From an optimization exercise on the open Yosys and OpenROAD flow, aimed at small area; shortcuts taken in it are not production practice.
RTL that was checked went through simulation tests only; none was proved equivalent to the original.
No driver is modelled on the clock port, so clocking that relies on it looks cheaper here than on a real chip.
No activity file was given, so power comes from the tool's default toggle rates.

==> module spi_frame_rx, before the edit <==
module spi_frame_rx (
    input  logic        clk,
    input  logic        rst,
    input  logic        sck,
    input  logic        sdi,
    output logic [23:0] notes,        
    output logic [1:0]  note_count,
    output logic [1:0]  note_count_next,
    output logic [2:0]  strike        
);
    logic [1:0]  sck_sync;
    logic        sdi_sync;
    logic        sck_rise;
    logic [25:0] sh;
    logic        locked;
    logic [4:0]  cnt;        
    logic [4:0]  cnt_next;
    logic        frame_end;    
    logic        frame_done;
    logic        match;
    assign sck_rise = sck_sync[0] & ~sck_sync[1];
    assign match    = (cnt == piano_pkg::BIT_STATE_5) && (sh[25:15] == '0) && (sh[14:0] == '1) && sdi_sync;
    assign cnt_next = {cnt[3:0], cnt[4] ^ cnt[2] ^ (cnt[3:0] == 4'b0000)};
    assign note_count_next = frame_done ? sh[25:24] : note_count;
    always_ff @(posedge clk)
    begin
        sck_sync[0] <= sck & ~rst;
        sck_sync[1] <= sck_sync[0];
        sdi_sync    <= sdi;
    end
    always_ff @(posedge clk)
    begin
        if (rst)
        begin
            sh         <= '1;
            locked     <= 1'b0;
            cnt        <= '0;
            frame_end  <= 1'b0;
            frame_done <= 1'b0;
        end
        else
        begin
            frame_done <= frame_end;
            frame_end  <= 1'b0;
            if (sck_rise)
            begin
                sh <= {sh[24:0], sdi_sync};
                if (!locked)
                begin
                    locked <= match;
                    if (match || sh[25])
                        cnt <= '0;
                    else if (cnt != piano_pkg::BIT_STATE_5)
                        cnt <= cnt_next;
                end
                else
                begin
                    cnt       <= cnt_next;
                    frame_end <= (cnt == piano_pkg::BIT_STATE_31);
                end
            end
        end
    end
    always_ff @(posedge clk)
    begin
        if (rst)
        begin
            notes      <= '0;
            note_count <= '0;
            strike     <= '0;
        end
        else
        begin
            for (int i = 0; i < 3; i++)
                strike[i] <= frame_done && (sh[8*i +: 8] != notes[8*i +: 8]);
            if (frame_done)
            begin
                notes      <= sh[23:0];
                note_count <= sh[25:24];
            end
        end
    end
endmodule
==> module envelope_gen, before the edit <==
module envelope_gen (
    input  logic       clk,
    input  logic       rst,
    input  logic [7:0] note,
    input  logic       strike,
    output logic [4:0] step,
    output logic       active,
    output logic       active_next,
    output logic       done
);
    logic [10:0] cnt;
    logic        nz;
    logic        clr;
    logic        step_end;
    assign nz       = |note;
    assign clr      = rst | ~nz | strike;
    assign step_end = (cnt == piano_pkg::STEP_LAST);
    assign done     = step[4];
    assign active_next = ~rst & nz & (strike | (active & ~(step_end & (step[3:0] == piano_pkg::STEP_STATE_15))));
    always_ff @(posedge clk)
    begin
        active <= active_next;
        if (~nz | strike | step_end)    
            cnt <= '0;
        else
            cnt <= {cnt[9:0], ~(cnt[10] ^ cnt[8])};
        if (clr)
            step <= '0;
        else if (step_end & ~step[4])
            step <= {step[3:0] == piano_pkg::STEP_STATE_15,
                     step[2:0], step[3] ^ step[2] ^ (step[2:0] == 3'b000)};
    end
endmodule
==> module voice_mixer, before the edit <==
module voice_mixer (
    input  logic        clk,
    input  logic        rst,
    input  logic        capture,       
    input  logic        clear,         
    input  logic        run,           
    input  logic        divide,        
    input  logic        half,          
    input  logic        third,         
    input  logic [4:0]  k,             
    input  logic [23:0] notes,
    input  logic [14:0] steps,         
    input  logic [2:0]  active,        
    input  logic [1:0]  note_count,    
    output logic [7:0]  mix
);
    logic [25:0] nq;       
    logic [4:0]  sq [3];   
    logic [1:0]  nact;
    logic [9:0]  acc;
    logic [2:0]  in_use;
    logic [4:0]  s;
    logic [2:0]  j;
    logic [7:0]  gain;
    logic [8:0]  term;
    logic        add_div;
    function automatic logic [9:0] add10(input logic [9:0] a, input logic [9:0] b);
        logic c;
        c = 1'b0;
        for (int i = 0; i < 10; i++)
        begin
            add10[i] = a[i] ^ b[i] ^ c;
            c = (a[i] & b[i]) | (a[i] & c) | (b[i] & c);
        end
    endfunction
    assign in_use[0] = note_count != 2'd0;
    assign in_use[1] = note_count[1];
    assign in_use[2] = note_count == 2'd3;
    always_ff @(posedge clk)
    begin
        if (capture)
            nq <= {notes, 2'b00};
        else if (divide)
            nq <= {16'h0000, acc};
        else
            nq <= {1'b0, nq[25:1]};
        for (int v = 0; v < 3; v++)
            if (capture)
                sq[v] <= {~in_use[v] | steps[5*v+4], steps[5*v +: 4]};
        if (rst)
            nact <= '0;
        else if (capture)
            nact <= (in_use[0] & active[0]) + (in_use[1] & active[1]) + (in_use[2] & active[2]);
        if (clear || (divide && nact != 2'd1))
            acc <= '0;
        else
            acc <= add10(acc, {1'b0, term});
    end
    assign j       = k[2:0];
    assign add_div = (half && nact == 2'd2) || (third && nact == 2'd3);
    always_comb
    begin
        case (k[4:3])
            2'd0:    s = sq[0];
            2'd1:    s = sq[1];
            default: s = sq[2];
        endcase
        gain = s[4] ? 8'h00 : piano_pkg::ENV_GAIN_BY_STATE[8*s[3:0] +: 8];
        for (int i = 0; i < 8; i++)
            term[i] = nq[i] && (add_div || (run && gain[3'd7 - j] && (i < 8 - j)));
        term[8] = nq[8] && add_div;
    end
    assign mix = acc[7:0] | {8{acc[9] | acc[8]}};
endmodule
Settings: LEC_CHECK=0, CAP_MARGIN=20, CORE_MARGIN=2, CORE_UTILIZATION=70, PLACE_DENSITY=0.85, SLEW_MARGIN=20; clock period 10.0 ns.
standard.sh (not shown) runs the stock make flow with config.mk's settings and CLKGATE_MAP_FILE= SYNTH_SCRIPT=/design/flow/synth_recipe.tcl, a recipe that flattens the netlist after the stock synthesis.
==> flow/flow/run.sh <==
#!/bin/bash
# Own layout flow: the standard flow (standard.sh), run in three parts,
# with
# - ABC's buffers removed at floorplan, then every combinational cell put at
#   its smallest drive strength (flow/downsize.tcl); repair_design and
#   repair_timing size up again where needed,
# - the smallest buffer on each port,
# - a clock tree of small buffers without dummy loads, where a leaf buffer
#   whose flip-flops would see a clock slew near the limit is swapped for a
#   larger one (flow/fixclk.tcl).
# Each tool's output goes to a log file here.
set -e
export CTS_ARGS="-sink_clustering_enable -repair_clock_nets -buf_list sky130_fd_sc_hd__clkbuf_4 -dont_use_dummy_load"
export REMOVE_ABC_BUFFERS=1
export BUFFER_PORTS_ARGS="-buffer_cell sky130_fd_sc_hd__buf_1"
RES=$(pwd)/orfs/results/sky130hd/piano_top/base
bash standard.sh floorplan > standard_floorplan.log 2>&1
RES_DIR=$RES openroad -no_init -exit flow/downsize.tcl > downsize.log 2>&1
bash standard.sh cts > standard_cts.log 2>&1
RES_DIR=$RES openroad -no_init -exit flow/fixclk.tcl > fixclk.log 2>&1
bash standard.sh > standard.log 2>&1
Other scripts of this flow, unchanged in this note and not shown: flow/flow/downsize.tcl, flow/flow/fixclk.tcl
Next try:
--- a/flow/design.v
+++ b/flow/design.v
@@ -1,15 +1,12 @@
 package piano_pkg;
     localparam int NUM_VOICES = 3;
     localparam int SAMPLE_W   = 8;
-    localparam logic [3:0] STEP_STATE_15 = 4'h8;
-    localparam logic [127:0] ENV_GAIN_BY_STATE = {
-        8'h2E, 8'h1A, 8'h6B, 8'h0D, 8'h51, 8'h69, 8'h80, 8'h03,
-        8'h3F, 8'h7A, 8'h53, 8'h3D, 8'h7C, 8'h35, 8'h34, 8'h1C
+    localparam logic [127:0] ENV_GAIN_TABLE = {
+        8'h03, 8'h0D, 8'h1A, 8'h2E, 8'h3F, 8'h51, 8'h53, 8'h69,
+        8'h6B, 8'h7A, 8'h7C, 8'h80, 8'h3D, 8'h35, 8'h34, 8'h1C
     };
     localparam logic [10:0] STEP_LAST = 11'h017;
-    localparam logic [4:0] BIT_STATE_5  = 5'h12;
-    localparam logic [4:0] BIT_STATE_31 = 5'h10;
 endpackage
 module spi_frame_rx (
     input  logic        clk,
     input  logic        rst,
@@ -25,15 +22,13 @@
     logic        sck_rise;
     logic [25:0] sh;
     logic        locked;
     logic [4:0]  cnt;        
-    logic [4:0]  cnt_next;
     logic        frame_end;    
     logic        frame_done;
     logic        match;
     assign sck_rise = sck_sync[0] & ~sck_sync[1];
-    assign match    = (cnt == piano_pkg::BIT_STATE_5) && (sh[25:15] == '0) && (sh[14:0] == '1) && sdi_sync;
-    assign cnt_next = {cnt[3:0], cnt[4] ^ cnt[2] ^ (cnt[3:0] == 4'b0000)};
+    assign match    = (cnt >= 5'd5) && (sh[25:15] == '0) && (sh[14:0] == '1) && sdi_sync;
     assign note_count_next = frame_done ? sh[25:24] : note_count;
     always_ff @(posedge clk)
     begin
         sck_sync[0] <= sck & ~rst;
@@ -61,15 +56,15 @@
                 begin
                     locked <= match;
                     if (match || sh[25])
                         cnt <= '0;
-                    else if (cnt != piano_pkg::BIT_STATE_5)
-                        cnt <= cnt_next;
+                    else if (cnt != 5'd5)
+                        cnt <= cnt + 1'b1;
                 end
                 else
                 begin
-                    cnt       <= cnt_next;
-                    frame_end <= (cnt == piano_pkg::BIT_STATE_31);
+                    cnt        <= cnt + 1'b1;
+                    frame_end <= (cnt == 5'd31);
                 end
             end
         end
     end
@@ -110,9 +105,9 @@
     assign nz       = |note;
     assign clr      = rst | ~nz | strike;
     assign step_end = (cnt == piano_pkg::STEP_LAST);
     assign done     = step[4];
-    assign active_next = ~rst & nz & (strike | (active & ~(step_end & (step[3:0] == piano_pkg::STEP_STATE_15))));
+    assign active_next = ~rst & nz & (strike | (active & ~(step_end & (step[3:0] == 4'hF))));
     always_ff @(posedge clk)
     begin
         active <= active_next;
         if (~nz | strike | step_end)    
@@ -121,10 +116,9 @@
             cnt <= {cnt[9:0], ~(cnt[10] ^ cnt[8])};
         if (clr)
             step <= '0;
         else if (step_end & ~step[4])
-            step <= {step[3:0] == piano_pkg::STEP_STATE_15,
-                     step[2:0], step[3] ^ step[2] ^ (step[2:0] == 3'b000)};
+            step <= step + 1'b1;
     end
 endmodule
 module voice_mixer (
     input  logic        clk,
@@ -192,9 +186,9 @@
             2'd0:    s = sq[0];
             2'd1:    s = sq[1];
             default: s = sq[2];
         endcase
-        gain = s[4] ? 8'h00 : piano_pkg::ENV_GAIN_BY_STATE[8*s[3:0] +: 8];
+        gain = s[4] ? 8'h00 : piano_pkg::ENV_GAIN_TABLE[8*s[3:0] +: 8];
         for (int i = 0; i < 8; i++)
             term[i] = nq[i] && (add_div || (run && gain[3'd7 - j] && (i < 8 - j)));
         term[8] = nq[8] && add_div;
     end
The changed run completed without violations.
Utilization came out higher by 0.75 points.
Setup slack is worse by 0.33 ns.
Routed wire length shrinks by 5.5%.
Global-route usage goes down by 0.95 points.
Count of clock-buffer cells in the layout stays the same.
Maximum frequency shrinks by 4.6%.
Hold slack is better by 0.0068 ns.
Synthesized area falls by 1.2%.
Design area barely changes.
Power is lower by 0.38%.
First-iteration DRC count decreases by 17%.
Sequential power hardly moves.
Sequential cell count is unchanged.
Clock power drops by about 2%.
The RTL of the first run of this note was laid out without a check of its function.

afterwards: timing with drivers on the ports:
How much do the figures lean on ideal ports? The routed layouts below were timed once more, with nothing changed but the port constraints. Step 1, drivers: a clkbuf_16 drives clk and a buf_2 each remaining input, both assumed. Step 2 also shifts input and output timing later by t, the mid clock arrival at the registers, as if the neighbouring blocks saw the same clock. Three values: ideal ports, drivers, drivers and shift; two values: the first two.
run	t, ns	setup WS [ns]	worst setup path at the end	worst data-port slew with drivers (ns)	pins driven straight from the clock port
the first run	0.630	3.085 / 3.085 / 3.085	register to register	0.03	1
the second run	0.585	2.752 / 2.752 / 2.752	register to register	0.03	1
After both steps every run listed still meets setup and hold.
